Background: an optimization exercise with open tools, aiming at a short achievable clock period and few clock cycles. Do not read the settings as production practice. Function was checked by simulation only, so behaviour that the tests miss may differ from the original.

==> inputs of run a <==
// mips
module mips (
	input logic clk_i,
	input logic rstN_i,
	input logic [31:0] instr_i,
	input logic [31:0] dataRd_i,
	output logic [31:0] pcO_o,
	output logic memWrite_o,
	output logic [31:0] memAddr_o,
	output logic [31:0] memWdata_o
);
export LEC_CHECK = 0
export CAP_MARGIN = 20
export CORE_MARGIN = 2
export CORE_UTILIZATION = 40
export PLACE_DENSITY = 0.6
export SETUP_SLACK_MARGIN = 5
export SLEW_MARGIN = 20
create_clock -name core_clock -period 8.0 [get_ports {clk_i}]
standard.sh (not shown) runs the stock make flow with config.mk's settings and CLKGATE_MAP_FILE= SYNTH_SCRIPT=/design/flow/synth_recipe.tcl, a recipe that flattens the netlist after the stock synthesis.
==> flow/flow/run.sh <==
#!/bin/bash
set -euo pipefail
bash standard.sh synth > synth.log 2>&1
sed 's/SETUP_SLACK_MARGIN=5 /SETUP_SLACK_MARGIN=5.5 /' standard.sh > standard_margin.sh
grep -q 'SETUP_SLACK_MARGIN=5.5 ' standard_margin.sh
bash standard_margin.sh > layout.log 2>&1
==> run b: changes against run a <==
--- a/flow/design.v
+++ b/flow/design.v
@@ -209,10 +209,12 @@
 	end
 endmodule
 module alu (
 	input logic selNN_i,
 	input logic selF_i,
+	input logic selFinv_i,
+	input logic selFFa_i,
 	input logic fwdA_i,
 	input logic fwdB_i,
 	input logic opAnd_i,
 	input logic opOr_i,
 	input logic opSlt_i,
@@ -231,16 +233,17 @@
 	logic diffSign;
 	logic signB;
 	logic lt;
 	ksAdd uNN (.a_i(a_i), .b_i(b_i), .cin_i(cin_i), .sum_o(sNN));
 	ksAdd uF (.a_i(fwd_i), .b_i(b_i), .cin_i(cin_i), .sum_o(sF));
-	assign arith = ({32{selNN_i}} & sNN) | ({32{selF_i}} & sF);
+	assign arith = ({32{selNN_i}} & sNN) | ({32{selF_i}} & sF) | ({32{selFinv_i}} & ~sF)
+		| ({32{selFFa_i}} & {fwd_i[30:0], 1'b0});
 	assign addr_o = fwdA_i ? sF : sNN;
 	assign opA = fwdA_i ? fwd_i : a_i;
 	assign opB = fwdB_i ? fwd_i : b_i;
-	assign diffSign = fwdA_i ? sF[31] : sNN[31];
-	assign signB = ~b_i[31];
+	assign diffSign = (fwdA_i && fwdB_i) ? 1'b0 : fwdA_i ? sF[31] : fwdB_i ? ~sF[31] : sNN[31];
+	assign signB = fwdB_i ? fwd_i[31] : ~b_i[31];
 	assign lt = (opA[31] ^ signB) ? opA[31] : diffSign;
 	assign result_o = arith
 		| ({32{opAnd_i}} & (opA & opB))
 		| ({32{opOr_i}} & (opA | opB))
 		| {31'd0, opSlt_i & lt};
@@ -273,22 +276,22 @@
 	logic idRtMem;
 	logic idRtWb;
 	logic exRegWrite;
 	logic exLoad;
 	logic exStore;
-	logic exBrNN;
-	logic exBrFN;
-	logic exBrNF;
+	logic exBranch;
 	logic exAnd;
 	logic exOr;
 	logic exSlt;
 	logic exCin;
 	logic exFwdA;
 	logic exFwdB;
 	logic exFwdS;
 	logic exSelNN;
 	logic exSelF;
+	logic exSelFinv;
+	logic exSelFFa;
 	mipsPkg::regIdxT exDst;
 	mipsPkg::wordT exA;
 	mipsPkg::wordT exB;
 	mipsPkg::wordT exS;
 	mipsPkg::pcT exTarget;
@@ -336,10 +339,11 @@
 	mipsPkg::wordT memVal;
 	mipsPkg::wordT opA;
 	mipsPkg::wordT opB;
 	mipsPkg::wordT aluRes;
 	mipsPkg::wordT aluAddr;
+	logic exEq;
 	logic exTaken;
 	assign pcO_o = {20'd0, pc, 2'b00};
 	assign pcNext = pc + 10'd1;
 	assign fJump = instr_i[31:26] == mipsPkg::opBeq && instr_i[25:21] == instr_i[20:16];
 	assign fTarget = pcNext + instr_i[9:0];
@@ -424,73 +428,73 @@
 		.exWr_i(idToEx && dec.regWrite && dst != 5'd0), .exDst_i(dst),
 		.memWr_i(exRegWrite), .memDst_i(exDst),
 		.wbWr_i(memRegWrite), .wbDst_i(memDst),
 		.fromEx_o(nRtEx), .fromMem_o(nRtMem), .fromWb_o(nRtWb)
 	);
-	logic aluWait;
-	assign aluWait = !stall && ((nRtEx && fDec.useRt && (fDec.opSub || fDec.opSlt) && !(nRsEx && fDec.useRs))
-		|| (nRsEx && fDec.useRs && nRtEx && fDec.useRt && (fDec.opAdd || fDec.opSub || fDec.opSlt)));
-	logic loadWait;
 	hazardUnit uHazard (
 		.loadNext_i(idToEx && dec.isLoad),
 		.loadDst_i(dst),
 		.useRs_i(fDec.useRs),
 		.useRt_i(fDec.useRt | fDec.storeRt),
 		.rs_i(instr_i[25:21]),
 		.rt_i(instr_i[20:16]),
-		.stallNext_o(loadWait)
+		.stallNext_o(stallNext)
 	);
-	assign stallNext = loadWait || aluWait;
 	assign idFwdA = fwdRs && dec.useRs;
 	assign idFwdB = fwdRt && dec.useRt;
 	assign idSub = dec.opSub || dec.opSlt;
 	assign idArith = dec.opAdd || dec.opSub;
-	assign idSwap = dec.opAdd && idFwdB && !idFwdA;
+	assign idSwap = (dec.opAdd || dec.opSub || dec.opSlt) && idFwdB && !idFwdA;
 	always_ff @(posedge clk_i) begin
 		if (!rstN_i || exTaken || stall || !idValid) begin
 			exRegWrite <= 1'b0;
 			exLoad <= 1'b0;
 			exStore <= 1'b0;
-			exBrNN <= 1'b0;
-			exBrFN <= 1'b0;
-			exBrNF <= 1'b0;
+			exBranch <= 1'b0;
 		end else begin
 			exRegWrite <= dec.regWrite && dst != 5'd0;
 			exLoad <= dec.isLoad;
 			exStore <= dec.isStore;
-			exBrNN <= dec.isBranch && !fwdRs && !fwdRt;
-			exBrFN <= dec.isBranch && fwdRs;
-			exBrNF <= dec.isBranch && fwdRt;
+			exBranch <= dec.isBranch;
 		end
 	end
 	always_ff @(posedge clk_i) begin
 		exAnd <= dec.opAnd;
 		exOr <= dec.opOr;
 		exSlt <= dec.opSlt;
-		exCin <= idSub;
+		exCin <= idSub && !idSwap;
 		exFwdA <= idFwdA;
 		exFwdB <= idFwdB;
 		exSelNN <= idArith && !idFwdA && !idFwdB;
-		exSelF <= idArith && ((idFwdA && !idFwdB) || idSwap);
+		exSelF <= idArith && ((idFwdA && !idFwdB) || (idSwap && !idSub));
+		exSelFinv <= idArith && idSwap && idSub;
+		exSelFFa <= idArith && idFwdA && idFwdB && !idSub;
 		exFwdS <= fwdRt;
 		exDst <= dst;
 		exA <= dec.luiImm ? 32'd0 : rsVal;
 		if (idSwap)
-			exB <= rsVal;
+			exB <= idSub ? ~rsVal : rsVal;
 		else
 			exB <= dec.immB ? imm : idSub ? ~rtVal : rtVal;
 		exS <= rtVal;
 		exTarget <= idTarget;
 	end
 	alu uAlu (
-		.selNN_i(exSelNN), .selF_i(exSelF),
+		.selNN_i(exSelNN), .selF_i(exSelF), .selFinv_i(exSelFinv), .selFFa_i(exSelFFa),
 		.fwdA_i(exFwdA), .fwdB_i(exFwdB),
 		.opAnd_i(exAnd), .opOr_i(exOr), .opSlt_i(exSlt), .cin_i(exCin),
 		.a_i(exA), .b_i(exB), .fwd_i(memRes), .addr_o(aluAddr), .result_o(aluRes)
 	);
-	assign exTaken = (exBrNN && exA == exB) || (exBrFN && memRes == exB)
-		|| (exBrNF && exA == memRes);
+	always_comb begin
+		case ({exFwdA, exFwdB})
+			2'b10: exEq = memRes == exB;
+			2'b01: exEq = exA == memRes;
+			2'b11: exEq = 1'b1;
+			default: exEq = exA == exB;
+		endcase
+	end
+	assign exTaken = exBranch && exEq;
 	always_ff @(posedge clk_i) begin
 		if (!rstN_i) begin
 			memRegWrite <= 1'b0;
 			memLoad <= 1'b0;
 			memStore <= 1'b0;
==> flow/flow/run.sh (replaced) <==
#!/bin/bash
set -euo pipefail
bash standard.sh synth > synth.log 2>&1
sed 's/SETUP_SLACK_MARGIN=5 /SETUP_SLACK_MARGIN=6 /' standard.sh > standard_margin.sh
grep -q 'SETUP_SLACK_MARGIN=6 ' standard_margin.sh
bash standard_margin.sh > layout.log 2>&1
==> run c: changes against run a <==
--- a/flow/design.v
+++ b/flow/design.v
@@ -209,10 +209,12 @@
 	end
 endmodule
 module alu (
 	input logic selNN_i,
 	input logic selF_i,
+	input logic selFinv_i,
+	input logic selFFa_i,
 	input logic fwdA_i,
 	input logic fwdB_i,
 	input logic opAnd_i,
 	input logic opOr_i,
 	input logic opSlt_i,
@@ -231,16 +233,17 @@
 	logic diffSign;
 	logic signB;
 	logic lt;
 	ksAdd uNN (.a_i(a_i), .b_i(b_i), .cin_i(cin_i), .sum_o(sNN));
 	ksAdd uF (.a_i(fwd_i), .b_i(b_i), .cin_i(cin_i), .sum_o(sF));
-	assign arith = ({32{selNN_i}} & sNN) | ({32{selF_i}} & sF);
+	assign arith = ({32{selNN_i}} & sNN) | ({32{selF_i}} & sF) | ({32{selFinv_i}} & ~sF)
+		| ({32{selFFa_i}} & {fwd_i[30:0], 1'b0});
 	assign addr_o = fwdA_i ? sF : sNN;
 	assign opA = fwdA_i ? fwd_i : a_i;
 	assign opB = fwdB_i ? fwd_i : b_i;
-	assign diffSign = fwdA_i ? sF[31] : sNN[31];
-	assign signB = ~b_i[31];
+	assign diffSign = (fwdA_i && fwdB_i) ? 1'b0 : fwdA_i ? sF[31] : fwdB_i ? ~sF[31] : sNN[31];
+	assign signB = fwdB_i ? fwd_i[31] : ~b_i[31];
 	assign lt = (opA[31] ^ signB) ? opA[31] : diffSign;
 	assign result_o = arith
 		| ({32{opAnd_i}} & (opA & opB))
 		| ({32{opOr_i}} & (opA | opB))
 		| {31'd0, opSlt_i & lt};
@@ -273,22 +276,22 @@
 	logic idRtMem;
 	logic idRtWb;
 	logic exRegWrite;
 	logic exLoad;
 	logic exStore;
-	logic exBrNN;
-	logic exBrFN;
-	logic exBrNF;
+	logic exBranch;
 	logic exAnd;
 	logic exOr;
 	logic exSlt;
 	logic exCin;
 	logic exFwdA;
 	logic exFwdB;
 	logic exFwdS;
 	logic exSelNN;
 	logic exSelF;
+	logic exSelFinv;
+	logic exSelFFa;
 	mipsPkg::regIdxT exDst;
 	mipsPkg::wordT exA;
 	mipsPkg::wordT exB;
 	mipsPkg::wordT exS;
 	mipsPkg::pcT exTarget;
@@ -336,10 +339,11 @@
 	mipsPkg::wordT memVal;
 	mipsPkg::wordT opA;
 	mipsPkg::wordT opB;
 	mipsPkg::wordT aluRes;
 	mipsPkg::wordT aluAddr;
+	logic exEq;
 	logic exTaken;
 	assign pcO_o = {20'd0, pc, 2'b00};
 	assign pcNext = pc + 10'd1;
 	assign fJump = instr_i[31:26] == mipsPkg::opBeq && instr_i[25:21] == instr_i[20:16];
 	assign fTarget = pcNext + instr_i[9:0];
@@ -424,73 +428,73 @@
 		.exWr_i(idToEx && dec.regWrite && dst != 5'd0), .exDst_i(dst),
 		.memWr_i(exRegWrite), .memDst_i(exDst),
 		.wbWr_i(memRegWrite), .wbDst_i(memDst),
 		.fromEx_o(nRtEx), .fromMem_o(nRtMem), .fromWb_o(nRtWb)
 	);
-	logic aluWait;
-	assign aluWait = !stall && ((nRtEx && fDec.useRt && (fDec.opSub || fDec.opSlt) && !(nRsEx && fDec.useRs))
-		|| (nRsEx && fDec.useRs && nRtEx && fDec.useRt && (fDec.opAdd || fDec.opSub || fDec.opSlt)));
-	logic loadWait;
 	hazardUnit uHazard (
 		.loadNext_i(idToEx && dec.isLoad),
 		.loadDst_i(dst),
 		.useRs_i(fDec.useRs),
 		.useRt_i(fDec.useRt | fDec.storeRt),
 		.rs_i(instr_i[25:21]),
 		.rt_i(instr_i[20:16]),
-		.stallNext_o(loadWait)
+		.stallNext_o(stallNext)
 	);
-	assign stallNext = loadWait || aluWait;
 	assign idFwdA = fwdRs && dec.useRs;
 	assign idFwdB = fwdRt && dec.useRt;
 	assign idSub = dec.opSub || dec.opSlt;
 	assign idArith = dec.opAdd || dec.opSub;
-	assign idSwap = dec.opAdd && idFwdB && !idFwdA;
+	assign idSwap = (dec.opAdd || dec.opSub || dec.opSlt) && idFwdB && !idFwdA;
 	always_ff @(posedge clk_i) begin
 		if (!rstN_i || exTaken || stall || !idValid) begin
 			exRegWrite <= 1'b0;
 			exLoad <= 1'b0;
 			exStore <= 1'b0;
-			exBrNN <= 1'b0;
-			exBrFN <= 1'b0;
-			exBrNF <= 1'b0;
+			exBranch <= 1'b0;
 		end else begin
 			exRegWrite <= dec.regWrite && dst != 5'd0;
 			exLoad <= dec.isLoad;
 			exStore <= dec.isStore;
-			exBrNN <= dec.isBranch && !fwdRs && !fwdRt;
-			exBrFN <= dec.isBranch && fwdRs;
-			exBrNF <= dec.isBranch && fwdRt;
+			exBranch <= dec.isBranch;
 		end
 	end
 	always_ff @(posedge clk_i) begin
 		exAnd <= dec.opAnd;
 		exOr <= dec.opOr;
 		exSlt <= dec.opSlt;
-		exCin <= idSub;
+		exCin <= idSub && !idSwap;
 		exFwdA <= idFwdA;
 		exFwdB <= idFwdB;
 		exSelNN <= idArith && !idFwdA && !idFwdB;
-		exSelF <= idArith && ((idFwdA && !idFwdB) || idSwap);
+		exSelF <= idArith && ((idFwdA && !idFwdB) || (idSwap && !idSub));
+		exSelFinv <= idArith && idSwap && idSub;
+		exSelFFa <= idArith && idFwdA && idFwdB && !idSub;
 		exFwdS <= fwdRt;
 		exDst <= dst;
 		exA <= dec.luiImm ? 32'd0 : rsVal;
 		if (idSwap)
-			exB <= rsVal;
+			exB <= idSub ? ~rsVal : rsVal;
 		else
 			exB <= dec.immB ? imm : idSub ? ~rtVal : rtVal;
 		exS <= rtVal;
 		exTarget <= idTarget;
 	end
 	alu uAlu (
-		.selNN_i(exSelNN), .selF_i(exSelF),
+		.selNN_i(exSelNN), .selF_i(exSelF), .selFinv_i(exSelFinv), .selFFa_i(exSelFFa),
 		.fwdA_i(exFwdA), .fwdB_i(exFwdB),
 		.opAnd_i(exAnd), .opOr_i(exOr), .opSlt_i(exSlt), .cin_i(exCin),
 		.a_i(exA), .b_i(exB), .fwd_i(memRes), .addr_o(aluAddr), .result_o(aluRes)
 	);
-	assign exTaken = (exBrNN && exA == exB) || (exBrFN && memRes == exB)
-		|| (exBrNF && exA == memRes);
+	always_comb begin
+		case ({exFwdA, exFwdB})
+			2'b10: exEq = memRes == exB;
+			2'b01: exEq = exA == memRes;
+			2'b11: exEq = 1'b1;
+			default: exEq = exA == exB;
+		endcase
+	end
+	assign exTaken = exBranch && exEq;
 	always_ff @(posedge clk_i) begin
 		if (!rstN_i) begin
 			memRegWrite <= 1'b0;
 			memLoad <= 1'b0;
 			memStore <= 1'b0;
==> run d: changes against run a <==
--- a/flow/design.v
+++ b/flow/design.v
@@ -209,10 +209,12 @@
 	end
 endmodule
 module alu (
 	input logic selNN_i,
 	input logic selF_i,
+	input logic selFinv_i,
+	input logic selFFa_i,
 	input logic fwdA_i,
 	input logic fwdB_i,
 	input logic opAnd_i,
 	input logic opOr_i,
 	input logic opSlt_i,
@@ -231,16 +233,17 @@
 	logic diffSign;
 	logic signB;
 	logic lt;
 	ksAdd uNN (.a_i(a_i), .b_i(b_i), .cin_i(cin_i), .sum_o(sNN));
 	ksAdd uF (.a_i(fwd_i), .b_i(b_i), .cin_i(cin_i), .sum_o(sF));
-	assign arith = ({32{selNN_i}} & sNN) | ({32{selF_i}} & sF);
+	assign arith = ({32{selNN_i}} & sNN) | ({32{selF_i}} & sF) | ({32{selFinv_i}} & ~sF)
+		| ({32{selFFa_i}} & {fwd_i[30:0], 1'b0});
 	assign addr_o = fwdA_i ? sF : sNN;
 	assign opA = fwdA_i ? fwd_i : a_i;
 	assign opB = fwdB_i ? fwd_i : b_i;
-	assign diffSign = fwdA_i ? sF[31] : sNN[31];
-	assign signB = ~b_i[31];
+	assign diffSign = (fwdA_i && fwdB_i) ? 1'b0 : fwdA_i ? sF[31] : fwdB_i ? ~sF[31] : sNN[31];
+	assign signB = fwdB_i ? fwd_i[31] : ~b_i[31];
 	assign lt = (opA[31] ^ signB) ? opA[31] : diffSign;
 	assign result_o = arith
 		| ({32{opAnd_i}} & (opA & opB))
 		| ({32{opOr_i}} & (opA | opB))
 		| {31'd0, opSlt_i & lt};
@@ -273,22 +276,22 @@
 	logic idRtMem;
 	logic idRtWb;
 	logic exRegWrite;
 	logic exLoad;
 	logic exStore;
-	logic exBrNN;
-	logic exBrFN;
-	logic exBrNF;
+	logic exBranch;
 	logic exAnd;
 	logic exOr;
 	logic exSlt;
 	logic exCin;
 	logic exFwdA;
 	logic exFwdB;
 	logic exFwdS;
 	logic exSelNN;
 	logic exSelF;
+	logic exSelFinv;
+	logic exSelFFa;
 	mipsPkg::regIdxT exDst;
 	mipsPkg::wordT exA;
 	mipsPkg::wordT exB;
 	mipsPkg::wordT exS;
 	mipsPkg::pcT exTarget;
@@ -336,10 +339,11 @@
 	mipsPkg::wordT memVal;
 	mipsPkg::wordT opA;
 	mipsPkg::wordT opB;
 	mipsPkg::wordT aluRes;
 	mipsPkg::wordT aluAddr;
+	logic exEq;
 	logic exTaken;
 	assign pcO_o = {20'd0, pc, 2'b00};
 	assign pcNext = pc + 10'd1;
 	assign fJump = instr_i[31:26] == mipsPkg::opBeq && instr_i[25:21] == instr_i[20:16];
 	assign fTarget = pcNext + instr_i[9:0];
@@ -424,73 +428,73 @@
 		.exWr_i(idToEx && dec.regWrite && dst != 5'd0), .exDst_i(dst),
 		.memWr_i(exRegWrite), .memDst_i(exDst),
 		.wbWr_i(memRegWrite), .wbDst_i(memDst),
 		.fromEx_o(nRtEx), .fromMem_o(nRtMem), .fromWb_o(nRtWb)
 	);
-	logic aluWait;
-	assign aluWait = !stall && ((nRtEx && fDec.useRt && (fDec.opSub || fDec.opSlt) && !(nRsEx && fDec.useRs))
-		|| (nRsEx && fDec.useRs && nRtEx && fDec.useRt && (fDec.opAdd || fDec.opSub || fDec.opSlt)));
-	logic loadWait;
 	hazardUnit uHazard (
 		.loadNext_i(idToEx && dec.isLoad),
 		.loadDst_i(dst),
 		.useRs_i(fDec.useRs),
 		.useRt_i(fDec.useRt | fDec.storeRt),
 		.rs_i(instr_i[25:21]),
 		.rt_i(instr_i[20:16]),
-		.stallNext_o(loadWait)
+		.stallNext_o(stallNext)
 	);
-	assign stallNext = loadWait || aluWait;
 	assign idFwdA = fwdRs && dec.useRs;
 	assign idFwdB = fwdRt && dec.useRt;
 	assign idSub = dec.opSub || dec.opSlt;
 	assign idArith = dec.opAdd || dec.opSub;
-	assign idSwap = dec.opAdd && idFwdB && !idFwdA;
+	assign idSwap = (dec.opAdd || dec.opSub || dec.opSlt) && idFwdB && !idFwdA;
 	always_ff @(posedge clk_i) begin
 		if (!rstN_i || exTaken || stall || !idValid) begin
 			exRegWrite <= 1'b0;
 			exLoad <= 1'b0;
 			exStore <= 1'b0;
-			exBrNN <= 1'b0;
-			exBrFN <= 1'b0;
-			exBrNF <= 1'b0;
+			exBranch <= 1'b0;
 		end else begin
 			exRegWrite <= dec.regWrite && dst != 5'd0;
 			exLoad <= dec.isLoad;
 			exStore <= dec.isStore;
-			exBrNN <= dec.isBranch && !fwdRs && !fwdRt;
-			exBrFN <= dec.isBranch && fwdRs;
-			exBrNF <= dec.isBranch && fwdRt;
+			exBranch <= dec.isBranch;
 		end
 	end
 	always_ff @(posedge clk_i) begin
 		exAnd <= dec.opAnd;
 		exOr <= dec.opOr;
 		exSlt <= dec.opSlt;
-		exCin <= idSub;
+		exCin <= idSub && !idSwap;
 		exFwdA <= idFwdA;
 		exFwdB <= idFwdB;
 		exSelNN <= idArith && !idFwdA && !idFwdB;
-		exSelF <= idArith && ((idFwdA && !idFwdB) || idSwap);
+		exSelF <= idArith && ((idFwdA && !idFwdB) || (idSwap && !idSub));
+		exSelFinv <= idArith && idSwap && idSub;
+		exSelFFa <= idArith && idFwdA && idFwdB && !idSub;
 		exFwdS <= fwdRt;
 		exDst <= dst;
 		exA <= dec.luiImm ? 32'd0 : rsVal;
 		if (idSwap)
-			exB <= rsVal;
+			exB <= idSub ? ~rsVal : rsVal;
 		else
 			exB <= dec.immB ? imm : idSub ? ~rtVal : rtVal;
 		exS <= rtVal;
 		exTarget <= idTarget;
 	end
 	alu uAlu (
-		.selNN_i(exSelNN), .selF_i(exSelF),
+		.selNN_i(exSelNN), .selF_i(exSelF), .selFinv_i(exSelFinv), .selFFa_i(exSelFFa),
 		.fwdA_i(exFwdA), .fwdB_i(exFwdB),
 		.opAnd_i(exAnd), .opOr_i(exOr), .opSlt_i(exSlt), .cin_i(exCin),
 		.a_i(exA), .b_i(exB), .fwd_i(memRes), .addr_o(aluAddr), .result_o(aluRes)
 	);
-	assign exTaken = (exBrNN && exA == exB) || (exBrFN && memRes == exB)
-		|| (exBrNF && exA == memRes);
+	always_comb begin
+		case ({exFwdA, exFwdB})
+			2'b10: exEq = memRes == exB;
+			2'b01: exEq = exA == memRes;
+			2'b11: exEq = 1'b1;
+			default: exEq = exA == exB;
+		endcase
+	end
+	assign exTaken = exBranch && exEq;
 	always_ff @(posedge clk_i) begin
 		if (!rstN_i) begin
 			memRegWrite <= 1'b0;
 			memLoad <= 1'b0;
 			memStore <= 1'b0;
==> flow/run.sh (new file) <==
#!/bin/bash
# synth_recipe.tcl (not shown) runs the flow's synth.tcl, then flattens the netlist and writes it again
# the make line also repeats each setting of config.mk as NAME=value (left out here)
make -C /OpenROAD-flow-scripts/flow DESIGN_CONFIG=/design/flow/config.mk WORK_HOME=/design/flow/orfs CLKGATE_MAP_FILE= SYNTH_SCRIPT=/design/flow/synth_recipe.tcl finish
removed: flow/flow/run.sh
removed: flow/standard.sh
==> run_results.csv <==
group,metric,value,unit
status,status,"complete, no violations",
placed_design,gp_congestion,0.963,
clock_network,numCtsBuffers,145,
synthesis,ys_types,82,
setup_path,r2r_setup_slack,4.99,ns
timing,fin_crit,3.01,ns
detailed_routing,drt_iter0_drc,11300,
setup_path,r2r-start,"exFwdB$_DFF_P_",
power_and_ir_drop,pg_seq,7.95,mW
floorplanning,die-area,158000,um^2
setup_path,crit_start,"exFwdB$_DFF_P_",
# the run above: run b

==> run_results.csv <==
group,metric,value,unit
power_and_ir_drop,pg_seq,7.95,mW
synthesis,ys_types,82,
placed_design,gp_congestion,0.937,
timing,fin_crit,3.00,ns
timing,whs,0.368,ns
setup_path,r2r_setup_slack,5.00,ns
cells_and_area,drive_gt1_frac,0.249,
detailed_routing,drt_iter0_drc,10800,
cells_and_area,largest_register_ffs,992,
status,status,"complete, no violations",
power_and_ir_drop,intPower,12.0,mW
timing,drv_slew,0,
floorplanning,die-area,158000,um^2
clock_network,numCtsBuffers,146,
setup_path,crit_start,"idInstr[30]$_DFFE_PN_",
# the run above: run c

==> run_results.csv <==
group,metric,value,unit
synthesis,yosysSeqAreaShare,0.640,
timing,tns,0,ns
synthesis,ys_types,83,
timing,fin_crit,3.01,ns
clock_network,htree_levels,4,
clock_network,numCtsBuffers,148,
setup_path,crit_type,"flop to flop",
detailed_routing,wl_met2,118000,um
placed_design,gp_congestion,0.967,
status,status,"complete, no violations",
floorplanning,die-area,156000,um^2
setup_path,r2r_setup_slack,4.99,ns
# the run above: run a

==> run_results.csv <==
group,metric,value,unit
detailed_routing,drt_iter0_drc,11100,
status,status,"complete, no violations",
cells_and_area,largestClassByArea,"registers",
grt,gr-max-usage-layer,"met2",
setup_path,r2r_setup_slack,4.89,ns
setup_path,r2r-start,"idRsSel[30]$_DFF_P_",
floorplanning,die-area,158000,um^2
timing,fin_crit,3.11,ns
synthesis,ys_types,82,
clock_network,numCtsBuffers,146,
setup_path,crit_start,"idRsSel[30]$_DFF_P_",
placed_design,gp_congestion,0.963,
# the run above: run d

Testbench counts of run a, summed over its fixed seeds: cycles 26,693.
Testbench counts of run b, summed over its fixed seeds: cycles 26,483.
Testbench counts of run c, summed over its fixed seeds: cycles 26,483.
Testbench counts of run d, summed over its fixed seeds: cycles 26,483.

separate check: timing with driven ports:
How much do the figures lean on ideal ports? The routed layouts below were timed once more, with nothing changed but the port constraints. Step 1 (the two cells are an assumption about what drives the block):
set clk [get_ports {clk_i}]
set_driving_cell -lib_cell sky130_fd_sc_hd__clkbuf_16 $clk
set_driving_cell -lib_cell sky130_fd_sc_hd__buf_2 [delete_from_list [all_inputs] $clk]
Step 2 also shifts input and output timing later by t, the mid clock arrival at the registers, as if the neighbouring blocks saw the same clock. Three values: ideal, step 1, step 2; two values: the first two.
run | t, ns | setup slack, ns | clock arrival spread, ns | pins driven straight from the clock port
run a | 0.877 | 4.993 / 4.993 / 4.239 | 0.036 / 0.036 | 1
run b | 0.883 | 4.988 / 4.950 / 4.279 | 0.029 / 0.029 | 1
run c | 0.871 | 5.000 / 5.000 / 4.247 | 0.035 / 0.036 | 1
run d | 0.877 | 4.895 / 4.895 / 4.165 | 0.036 / 0.035 | 1
After both steps every run listed still meets setup and hold. The setup slack of run a, which loses most, moves by 0.000 ns with the drivers and by -0.754 ns with both steps.
